Context: an optimization exercise on an open-source flow, tuned for a short achievable clock period and few clock cycles per item. The choices shown serve that exercise and are no tape-out recipe.
Function was checked by simulation only, so behaviour that the tests miss may differ from the original.
Power figures rest on the tool's default switching activity, not on a simulated workload.

==> run a: inputs <==
==> flow/design.v <==
package mbqc_pkg;
  localparam int DEF_MAX_QUEUES = 64;
  localparam int TRAIN_W     = 16;
  localparam int QIDX_W      = 6;
  localparam int QUSED_W     = 7;
  localparam int IN_TDATA_W  = 16;
  localparam int OUT_TDATA_W = 16;
  localparam int OUT_PAD_W   = OUT_TDATA_W - QIDX_W - QUSED_W;
  localparam int QIDX_LSB  = 0;
  localparam int QUSED_LSB = QIDX_W;
  localparam int RES_W = 1 + QUSED_W + QIDX_W;
endpackage
module mbqc_ctrl (
  input  logic                             clk,
  input  logic                             rst_n,
  input  logic                             in_tvalid,
  output logic                             in_tready,
  input  logic [mbqc_pkg::IN_TDATA_W-1:0]  in_tdata,
  input  logic                             in_tlast,
  output logic                             item_valid,
  output logic [mbqc_pkg::TRAIN_W-1:0]     item_num,
  output logic                             item_last,
  input  logic [mbqc_pkg::RES_W-1:0]       res,
  output logic                             out_valid,
  input  logic                             out_tready,
  output logic [mbqc_pkg::RES_W-1:0]       out_res
);
  localparam int DEPTH = 3;
  logic                       ready_r;
  logic                       item_valid_r;
  logic [mbqc_pkg::TRAIN_W-1:0] item_num_r;
  logic                       item_last_r;
  logic [DEPTH-1:0]           fv_r;               
  logic [mbqc_pkg::RES_W-1:0] slot_r [DEPTH];
  logic             take;
  logic             pop;
  logic [DEPTH-1:0] fv_pop;
  logic [DEPTH-1:0] fv_nxt;
  always_comb begin
    take   = rst_n && in_tvalid && ready_r;
    pop    = fv_r[0] && out_tready;
    fv_pop = pop ? (fv_r >> 1) : fv_r;
    fv_nxt = item_valid_r ? {fv_pop[DEPTH-2:0], 1'b1} : fv_pop;
  end
  always_ff @(posedge clk) begin
    item_num_r <= in_tdata[mbqc_pkg::TRAIN_W-1:0];
    item_last_r <= in_tlast;
    for (int k = 0; k < DEPTH; k++) begin
      if (item_valid_r && !fv_pop[k] && (k == 0 || fv_pop[k == 0 ? 0 : k - 1])) begin
        slot_r[k] <= res;
      end else if (pop) begin
        slot_r[k] <= (k == DEPTH - 1) ? slot_r[k] : slot_r[k == DEPTH - 1 ? k : k + 1];
      end
    end
    if (!rst_n) begin
      ready_r      <= 1'b1;
      item_valid_r <= 1'b0;
      fv_r         <= '0;
    end else begin
      item_valid_r <= take;
      fv_r         <= fv_nxt;
      ready_r      <= take ? !fv_nxt[DEPTH-2] : !fv_nxt[DEPTH-1];
    end
  end
  assign in_tready  = ready_r;
  assign item_valid = item_valid_r;
  assign item_num   = item_num_r;
  assign item_last  = item_last_r;
  assign out_valid  = fv_r[0];
  assign out_res    = slot_r[0];
endmodule
module mbqc_dp #(
  parameter int MAX_QUEUES = mbqc_pkg::DEF_MAX_QUEUES
) (
  input  logic                               clk,
  input  logic                               rst_n,
  input  logic                               item_valid,
  input  logic [mbqc_pkg::TRAIN_W-1:0]       item_num,
  input  logic                               item_last,
  output logic [mbqc_pkg::RES_W-1:0]         res
);
  localparam int NQ = MAX_QUEUES;
  logic [mbqc_pkg::TRAIN_W-1:0] tail_r [NQ];
  logic [NQ-1:0]                valid_r;
  logic [NQ-1:0] above;      
  logic [NQ-1:0] prev_abv;   
  logic [NQ-1:0] wr;         
  logic [NQ-1:0] valid_nxt;  
  logic          clear;
  function automatic logic [6:0] therm_count(input logic [NQ-1:0] t);
    logic [6:0] c;
    for (int k = 0; k < 7; k++) begin
      c[k] = 1'b0;
      for (int i = 0; (2 * i + 1) * (1 << k) <= NQ; i++) begin
        if ((2 * i + 2) * (1 << k) <= NQ)
          c[k] = c[k] | (t[(2 * i + 1) * (1 << k) - 1] & ~t[(2 * i + 2) * (1 << k) - 1]);
        else
          c[k] = c[k] | t[(2 * i + 1) * (1 << k) - 1];
      end
    end
    therm_count = c;
  endfunction
  always_comb begin
    for (int j = 0; j < NQ; j++) begin
      above[j] = valid_r[j] && (tail_r[j] > item_num);
    end
    prev_abv  = {above[NQ-2:0], 1'b1};
    wr        = prev_abv & ~above & {NQ{item_valid}};
    valid_nxt = valid_r | prev_abv;
    clear     = !rst_n || (item_valid && item_last);
  end
  always_ff @(posedge clk) begin
    for (int j = 0; j < NQ; j++) begin
      if (wr[j]) tail_r[j] <= item_num;
    end
    if (clear) begin
      valid_r <= '0;
    end else if (item_valid) begin
      valid_r <= valid_nxt;
    end
  end
  logic [6:0] n_above;
  logic [6:0] n_used;
  assign n_above = therm_count(above);
  assign n_used  = therm_count(valid_nxt);
  assign res     = {above[NQ-1], n_used, n_above[5:0]};
endmodule
module min_buffer_queue_counter #(
  parameter int MAX_QUEUES = mbqc_pkg::DEF_MAX_QUEUES
) (
  input  logic                             clk,
  input  logic                             rst_n,
  input  logic                             in_tvalid,
  output logic                             in_tready,
  input  logic [mbqc_pkg::IN_TDATA_W-1:0]  in_tdata,    
  input  logic                             in_tlast,    
  output logic                             out_tvalid,
  input  logic                             out_tready,
  output logic [mbqc_pkg::OUT_TDATA_W-1:0] out_tdata,   
  output logic                             out_tuser    
);
  logic                         item_valid;
  logic [mbqc_pkg::TRAIN_W-1:0] item_num;
  logic                         item_last;
  logic [mbqc_pkg::RES_W-1:0]   res;
  logic [mbqc_pkg::RES_W-1:0]   out_res;
  mbqc_ctrl u_ctrl (
    .clk        (clk),
    .rst_n      (rst_n),
    .in_tvalid  (in_tvalid),
    .in_tready  (in_tready),
    .in_tdata   (in_tdata),
    .in_tlast   (in_tlast),
    .item_valid (item_valid),
    .item_num   (item_num),
    .item_last  (item_last),
    .res        (res),
    .out_valid  (out_tvalid),
    .out_tready (out_tready),
    .out_res    (out_res)
  );
  mbqc_dp #(
    .MAX_QUEUES (MAX_QUEUES)
  ) u_dp (
    .clk        (clk),
    .rst_n      (rst_n),
    .item_valid (item_valid),
    .item_num   (item_num),
    .item_last  (item_last),
    .res        (res)
  );
  assign out_tdata = {{mbqc_pkg::OUT_PAD_W{1'b0}},
                      out_res[mbqc_pkg::QUSED_W+mbqc_pkg::QIDX_W-1:0]};
  assign out_tuser = out_res[mbqc_pkg::RES_W-1];
endmodule
==> flow/run.sh <==
#!/bin/bash
# synth_recipe.tcl (not shown) runs the flow's synth.tcl, then flattens the netlist and writes it again
# the make line also repeats each setting of config.mk as NAME=value (left out here)
make -C /OpenROAD-flow-scripts/flow DESIGN_CONFIG=/design/flow/config.mk WORK_HOME=/design/flow/orfs CLKGATE_MAP_FILE= SYNTH_SCRIPT=/design/flow/synth_recipe.tcl finish
==> flow/config.mk <==
export PLATFORM = sky130hd
export DESIGN_NAME = min_buffer_queue_counter
export DESIGN_NICKNAME = min_buffer_queue_counter
export VERILOG_FILES = /design/flow/design.v
export SDC_FILE = /design/flow/constraint.sdc
export NUM_CORES = 4
export LEC_CHECK = 0
export CAP_MARGIN = 20
export CORE_MARGIN = 2
export CORE_UTILIZATION = 40
export SLEW_MARGIN = 20
==> flow/constraint.sdc <==
create_clock -name core_clock -period 6.5 [get_ports {clk}]
set_input_delay 1.3000 -clock core_clock [delete_from_list [all_inputs] [get_ports {clk}]]
set_output_delay 1.3000 -clock core_clock [all_outputs]
set_load 0.01 [all_outputs]
==> run b: changes against run a <==
==> flow/design.v (replaced) <==
package mbqc_pkg;
  localparam int DEF_MAX_QUEUES = 64;
  localparam int TRAIN_W     = 16;
  localparam int QIDX_W      = 6;
  localparam int QUSED_W     = 7;
  localparam int IN_TDATA_W  = 16;
  localparam int OUT_TDATA_W = 16;
  localparam int OUT_PAD_W   = OUT_TDATA_W - QIDX_W - QUSED_W;
  localparam int QIDX_LSB  = 0;
  localparam int QUSED_LSB = QIDX_W;
  localparam int RES_W = 1 + QUSED_W + QIDX_W;
endpackage
module mbqc_ctrl (
  input  logic                             clk,
  input  logic                             rst_n,
  input  logic                             in_tvalid,
  output logic                             in_tready,
  input  logic [mbqc_pkg::IN_TDATA_W-1:0]  in_tdata,
  input  logic                             in_tlast,
  output logic                             item_valid,
  output logic [mbqc_pkg::TRAIN_W-1:0]     item_num,
  output logic                             item_last,
  input  logic                             place_valid,
  input  logic                             res_valid,
  input  logic [mbqc_pkg::RES_W-1:0]       res,
  output logic                             out_valid,
  input  logic                             out_tready,
  output logic [mbqc_pkg::RES_W-1:0]       out_res
);
  localparam int DEPTH = 8;
  localparam int PW    = 3;
  logic                         ready_r;
  logic                         item_valid_r;
  logic [mbqc_pkg::TRAIN_W-1:0] item_num_r;
  logic                         item_last_r;
  logic [mbqc_pkg::RES_W-1:0]   slot_r [DEPTH];
  logic [PW:0]                  rd_r;
  logic [PW:0]                  wr_r;
  logic                         out_valid_r;
  logic [mbqc_pkg::RES_W-1:0]   out_res_r;
  logic [PW:0]                  count;
  logic [PW:0]                  total;
  logic                         take;
  logic                         pop;
  logic [PW-1:0]                rd_nxt;
  logic [mbqc_pkg::RES_W-1:0]   head_hold;
  logic [mbqc_pkg::RES_W-1:0]   head_pop;
  logic                         valid_hold;
  logic                         valid_pop;
  always_comb begin
    count      = wr_r - rd_r;
    total      = count + (PW+1)'(item_valid_r) + (PW+1)'(place_valid) + (PW+1)'(res_valid);
    take       = rst_n && in_tvalid && ready_r;
    pop        = out_valid_r && out_tready;
    rd_nxt     = rd_r[PW-1:0] + PW'(1);
    head_hold  = (count != '0) ? slot_r[rd_r[PW-1:0]] : res;
    valid_hold = (count != '0) || res_valid;
    head_pop   = (count > (PW+1)'(1)) ? slot_r[rd_nxt] : res;
    valid_pop  = (count > (PW+1)'(1)) || res_valid;
  end
  always_ff @(posedge clk) begin
    item_num_r  <= in_tdata[mbqc_pkg::TRAIN_W-1:0];
    item_last_r <= in_tlast;
    if (res_valid) begin
      slot_r[wr_r[PW-1:0]] <= res;
    end
    out_res_r <= pop ? head_pop : head_hold;
    if (!rst_n) begin
      ready_r      <= 1'b1;
      item_valid_r <= 1'b0;
      rd_r         <= '0;
      wr_r         <= '0;
      out_valid_r  <= 1'b0;
    end else begin
      item_valid_r <= take;
      if (res_valid) wr_r <= wr_r + (PW+1)'(1);
      if (pop) rd_r <= rd_r + (PW+1)'(1);
      out_valid_r  <= pop ? valid_pop : valid_hold;
      ready_r      <= total <= (PW+1)'(DEPTH - 2);
    end
  end
  assign in_tready  = ready_r;
  assign item_valid = item_valid_r;
  assign item_num   = item_num_r;
  assign item_last  = item_last_r;
  assign out_valid  = out_valid_r;
  assign out_res    = out_res_r;
endmodule
module mbqc_dp #(
  parameter int MAX_QUEUES = mbqc_pkg::DEF_MAX_QUEUES
) (
  input  logic                               clk,
  input  logic                               rst_n,
  input  logic                               item_valid,
  input  logic [mbqc_pkg::TRAIN_W-1:0]       item_num,
  input  logic                               item_last,
  output logic                               place_valid,
  output logic                               res_valid,
  output logic [mbqc_pkg::RES_W-1:0]         res
);
  localparam int NQ = MAX_QUEUES;
  logic [mbqc_pkg::TRAIN_W-1:0] tail_r [NQ];
  logic [NQ-1:0]                used_r;     
  logic                         clr_r;      
  logic                         p_valid_r;
  logic [mbqc_pkg::TRAIN_W-1:0] p_num_r;
  logic                         p_last_r;
  logic [NQ-1:0]                gt_r;       
  logic                         gt_prev_r;  
  logic                         r_valid_r;
  logic [NQ-1:0]                wr_r;       
  logic [NQ-1:0] gt_c;       
  logic          gt_prev_c;  
  logic [NQ-1:0] in_use;     
  logic [NQ-1:0] above;      
  logic [NQ-1:0] prev_abv;   
  logic [NQ-1:0] wr;         
  logic [NQ-1:0] used_nxt;   
  function automatic logic [6:0] therm_count(input logic [NQ-1:0] t);
    logic [6:0] c;
    for (int k = 0; k < 7; k++) begin
      c[k] = 1'b0;
      for (int i = 0; (2 * i + 1) * (1 << k) <= NQ; i++) begin
        if ((2 * i + 2) * (1 << k) <= NQ)
          c[k] = c[k] | (t[(2 * i + 1) * (1 << k) - 1] & ~t[(2 * i + 2) * (1 << k) - 1]);
        else
          c[k] = c[k] | t[(2 * i + 1) * (1 << k) - 1];
      end
    end
    therm_count = c;
  endfunction
  function automatic logic [5:0] onehot_index(input logic [NQ-1:0] h);
    logic [5:0] x;
    x = '0;
    for (int j = 0; j < NQ; j++) begin
      x = x | (h[j] ? 6'(j) : 6'd0);
    end
    onehot_index = x;
  endfunction
  always_comb begin
    for (int j = 0; j < NQ; j++) begin
      gt_c[j] = tail_r[j] > item_num;
    end
    gt_prev_c = p_num_r > item_num;
    in_use    = clr_r ? '0 : used_r;
    for (int j = 0; j < NQ; j++) begin
      above[j] = in_use[j] && (wr_r[j] ? gt_prev_r : gt_r[j]);
    end
    prev_abv = {above[NQ-2:0], 1'b1};
    wr       = prev_abv & ~above & {NQ{p_valid_r}};
    used_nxt = in_use | prev_abv;
  end
  always_ff @(posedge clk) begin
    p_num_r   <= item_num;
    p_last_r  <= item_last;
    gt_r      <= gt_c;
    gt_prev_r <= gt_prev_c;
    wr_r      <= wr;
    for (int j = 0; j < NQ; j++) begin
      if (wr[j]) tail_r[j] <= p_num_r;
    end
    if (p_valid_r) begin
      used_r <= used_nxt;
    end
    if (!rst_n) begin
      p_valid_r <= 1'b0;
      r_valid_r <= 1'b0;
      clr_r     <= 1'b1;
    end else begin
      p_valid_r <= item_valid;
      r_valid_r <= p_valid_r;
      if (p_valid_r) clr_r <= p_last_r;
    end
  end
  assign res         = {~|wr_r, therm_count(used_r), onehot_index(wr_r)};
  assign res_valid   = r_valid_r;
  assign place_valid = p_valid_r;
endmodule
module min_buffer_queue_counter #(
  parameter int MAX_QUEUES = mbqc_pkg::DEF_MAX_QUEUES
) (
  input  logic                             clk,
  input  logic                             rst_n,
  input  logic                             in_tvalid,
  output logic                             in_tready,
  input  logic [mbqc_pkg::IN_TDATA_W-1:0]  in_tdata,    
  input  logic                             in_tlast,    
  output logic                             out_tvalid,
  input  logic                             out_tready,
  output logic [mbqc_pkg::OUT_TDATA_W-1:0] out_tdata,   
  output logic                             out_tuser    
);
  logic                         item_valid;
  logic [mbqc_pkg::TRAIN_W-1:0] item_num;
  logic                         item_last;
  logic                         place_valid;
  logic                         res_valid;
  logic [mbqc_pkg::RES_W-1:0]   res;
  logic [mbqc_pkg::RES_W-1:0]   out_res;
  mbqc_ctrl u_ctrl (
    .clk        (clk),
    .rst_n      (rst_n),
    .in_tvalid  (in_tvalid),
    .in_tready  (in_tready),
    .in_tdata   (in_tdata),
    .in_tlast   (in_tlast),
    .item_valid (item_valid),
    .item_num   (item_num),
    .item_last  (item_last),
    .place_valid(place_valid),
    .res_valid  (res_valid),
    .res        (res),
    .out_valid  (out_tvalid),
    .out_tready (out_tready),
    .out_res    (out_res)
  );
  mbqc_dp #(
    .MAX_QUEUES (MAX_QUEUES)
  ) u_dp (
    .clk        (clk),
    .rst_n      (rst_n),
    .item_valid (item_valid),
    .item_num   (item_num),
    .item_last  (item_last),
    .place_valid(place_valid),
    .res_valid  (res_valid),
    .res        (res)
  );
  assign out_tdata = {{mbqc_pkg::OUT_PAD_W{1'b0}},
                      out_res[mbqc_pkg::QUSED_W+mbqc_pkg::QIDX_W-1:0]};
  assign out_tuser = out_res[mbqc_pkg::RES_W-1];
endmodule
ABC_CLOCK_PERIOD_IN_PS = 2000   (was not set)
SETUP_SLACK_MARGIN = 4.2   (was not set)
==> run c: changes against run a <==
--- a/flow/design.v
+++ b/flow/design.v
@@ -20,18 +20,19 @@
   output logic                             item_valid,
   output logic [mbqc_pkg::TRAIN_W-1:0]     item_num,
   output logic                             item_last,
+  input  logic                             res_valid,
   input  logic [mbqc_pkg::RES_W-1:0]       res,
   output logic                             out_valid,
   input  logic                             out_tready,
   output logic [mbqc_pkg::RES_W-1:0]       out_res
 );
-  localparam int DEPTH = 3;
-  logic                       ready_r;
-  logic                       item_valid_r;
+  localparam int DEPTH = 4;
+  logic                         ready_r;
+  logic                         item_valid_r;
   logic [mbqc_pkg::TRAIN_W-1:0] item_num_r;
-  logic                       item_last_r;
-  logic [DEPTH-1:0]           fv_r;               
-  logic [mbqc_pkg::RES_W-1:0] slot_r [DEPTH];
+  logic                         item_last_r;
+  logic [DEPTH-1:0]             fv_r;               
+  logic [mbqc_pkg::RES_W-1:0]   slot_r [DEPTH];
   logic             take;
   logic             pop;
   logic [DEPTH-1:0] fv_pop;
@@ -40,16 +41,16 @@
     take   = rst_n && in_tvalid && ready_r;
     pop    = fv_r[0] && out_tready;
     fv_pop = pop ? (fv_r >> 1) : fv_r;
-    fv_nxt = item_valid_r ? {fv_pop[DEPTH-2:0], 1'b1} : fv_pop;
+    fv_nxt = res_valid ? {fv_pop[DEPTH-2:0], 1'b1} : fv_pop;
   end
   always_ff @(posedge clk) begin
-    item_num_r <= in_tdata[mbqc_pkg::TRAIN_W-1:0];
+    item_num_r  <= in_tdata[mbqc_pkg::TRAIN_W-1:0];
     item_last_r <= in_tlast;
     for (int k = 0; k < DEPTH; k++) begin
-      if (item_valid_r && !fv_pop[k] && (k == 0 || fv_pop[k == 0 ? 0 : k - 1])) begin
+      if (res_valid && !fv_pop[k] && (k == 0 || fv_pop[k == 0 ? 0 : k - 1])) begin
         slot_r[k] <= res;
-      end else if (pop) begin
-        slot_r[k] <= (k == DEPTH - 1) ? slot_r[k] : slot_r[k == DEPTH - 1 ? k : k + 1];
+      end else if (pop && k < DEPTH - 1) begin
+        slot_r[k] <= slot_r[k == DEPTH - 1 ? k : k + 1];
       end
     end
     if (!rst_n) begin
@@ -59,7 +60,11 @@
     end else begin
       item_valid_r <= take;
       fv_r         <= fv_nxt;
-      ready_r      <= take ? !fv_nxt[DEPTH-2] : !fv_nxt[DEPTH-1];
+      case ({take, item_valid_r})
+        2'b11:   ready_r <= !fv_nxt[DEPTH-3];
+        2'b00:   ready_r <= !fv_nxt[DEPTH-1];
+        default: ready_r <= !fv_nxt[DEPTH-2];
+      endcase
     end
   end
   assign in_tready  = ready_r;
@@ -77,11 +82,20 @@
   input  logic                               item_valid,
   input  logic [mbqc_pkg::TRAIN_W-1:0]       item_num,
   input  logic                               item_last,
+  output logic                               res_valid,
   output logic [mbqc_pkg::RES_W-1:0]         res
 );
   localparam int NQ = MAX_QUEUES;
   logic [mbqc_pkg::TRAIN_W-1:0] tail_r [NQ];
   logic [NQ-1:0]                valid_r;
+  logic                         p_valid_r;
+  logic [mbqc_pkg::TRAIN_W-1:0] p_num_r;
+  logic                         p_last_r;
+  logic [NQ-1:0]                gt_r;       
+  logic                         gt_prev_r;  
+  logic [NQ-1:0]                wr_r;       
+  logic [NQ-1:0] gt_c;       
+  logic          gt_prev_c;  
   logic [NQ-1:0] above;      
   logic [NQ-1:0] prev_abv;   
   logic [NQ-1:0] wr;         
@@ -102,28 +116,43 @@
   endfunction
   always_comb begin
     for (int j = 0; j < NQ; j++) begin
-      above[j] = valid_r[j] && (tail_r[j] > item_num);
+      gt_c[j] = tail_r[j] > item_num;
+    end
+    gt_prev_c = p_num_r > item_num;
+    for (int j = 0; j < NQ; j++) begin
+      above[j] = valid_r[j] && (wr_r[j] ? gt_prev_r : gt_r[j]);
     end
     prev_abv  = {above[NQ-2:0], 1'b1};
-    wr        = prev_abv & ~above & {NQ{item_valid}};
+    wr        = prev_abv & ~above & {NQ{p_valid_r}};
     valid_nxt = valid_r | prev_abv;
-    clear     = !rst_n || (item_valid && item_last);
+    clear     = !rst_n || (p_valid_r && p_last_r);
   end
   always_ff @(posedge clk) begin
+    p_num_r   <= item_num;
+    p_last_r  <= item_last;
+    gt_r      <= gt_c;
+    gt_prev_r <= gt_prev_c;
+    wr_r      <= wr;
     for (int j = 0; j < NQ; j++) begin
-      if (wr[j]) tail_r[j] <= item_num;
+      if (wr[j]) tail_r[j] <= p_num_r;
+    end
+    if (!rst_n) begin
+      p_valid_r <= 1'b0;
+    end else begin
+      p_valid_r <= item_valid;
     end
     if (clear) begin
       valid_r <= '0;
-    end else if (item_valid) begin
+    end else if (p_valid_r) begin
       valid_r <= valid_nxt;
     end
   end
   logic [6:0] n_above;
   logic [6:0] n_used;
-  assign n_above = therm_count(above);
-  assign n_used  = therm_count(valid_nxt);
-  assign res     = {above[NQ-1], n_used, n_above[5:0]};
+  assign n_above   = therm_count(above);
+  assign n_used    = therm_count(valid_nxt);
+  assign res       = {above[NQ-1], n_used, n_above[5:0]};
+  assign res_valid = p_valid_r;
 endmodule
 module min_buffer_queue_counter #(
   parameter int MAX_QUEUES = mbqc_pkg::DEF_MAX_QUEUES
@@ -142,6 +171,7 @@
   logic                         item_valid;
   logic [mbqc_pkg::TRAIN_W-1:0] item_num;
   logic                         item_last;
+  logic                         res_valid;
   logic [mbqc_pkg::RES_W-1:0]   res;
   logic [mbqc_pkg::RES_W-1:0]   out_res;
   mbqc_ctrl u_ctrl (
@@ -154,6 +184,7 @@
     .item_valid (item_valid),
     .item_num   (item_num),
     .item_last  (item_last),
+    .res_valid  (res_valid),
     .res        (res),
     .out_valid  (out_tvalid),
     .out_tready (out_tready),
@@ -167,6 +198,7 @@
     .item_valid (item_valid),
     .item_num   (item_num),
     .item_last  (item_last),
+    .res_valid  (res_valid),
     .res        (res)
   );
   assign out_tdata = {{mbqc_pkg::OUT_PAD_W{1'b0}},
ABC_CLOCK_PERIOD_IN_PS = 2000   (was not set)
SETUP_SLACK_MARGIN = 4.2   (was not set)
==> comparison table <==
quantity	run b	run a	run c
Outcome	complete, no violations	complete, no violations	complete, no violations
Min-Delay Path Depth	0	2	0
Least setup slack across all paths after layout	3.94 ns	1.64 ns	3.58 ns
Fraction of the mapped netlist area in adder cells	0.193	0.217	0.205
# diodes	2	3	1
Post-synthesis area per instance	14.3 µm²	13.3 µm²	13.7 µm²
Endpoint of the worst hold-timing path	u_dp.p_last_r	u_dp.valid_r[0]	u_dp.p_last_r
Total via count after detailed routing	43200	39900	43100
Dpl cells	7004	6503	6788
Detail Route met3 WL	11500 µm	11500 µm	16300 µm
Worst clock skew	0.0365 ns	0.0433 ns	0.0379 ns
Power per Cell Area	253 nW/µm²	242 nW/µm²	243 nW/µm²
Y dimension of the die	416 µm	388 µm	403 µm
Post-layout total power	20.6 mW	16.2 mW	19.2 mW
Testbench counts of run a, summed over its fixed seeds: cycles 12,016, items 12,000.
Testbench counts of run b, summed over its fixed seeds: cycles 12,032, items 12,000.
Testbench counts of run c, summed over its fixed seeds: cycles 12,024, items 12,000.

[afterwards: timing with drivers on the ports]
How much do the figures lean on ideal ports? The routed layouts below were timed once more, with nothing changed but the port constraints.
Step 1 sets driving cells, clkbuf_16 on the clock port and buf_2 on the other inputs (assumed; they add their load-dependent delay and slew).
Step 2 also shifts input and output timing later by t, the mid clock arrival at the registers, as if the neighbouring blocks saw the same clock.
a / b / c = no drivers / after step 1 / after step 2; a / b = the first two.
run | shift t [ns] | slack for setup (ns) | worst data-port slew with drivers (ns)
run a | 0.833 | 1.640 / 1.640 / 1.640 | 0.04
run b | 0.881 | 3.936 / 3.853 / 3.531 | 0.06
run c | 0.869 | 3.577 / 3.577 / 3.504 | 0.12
After both steps setup and hold are still met in every run listed. For run b, which loses most, drivers alone change the setup slack by -0.083 ns; drivers and shift together by -0.405 ns.
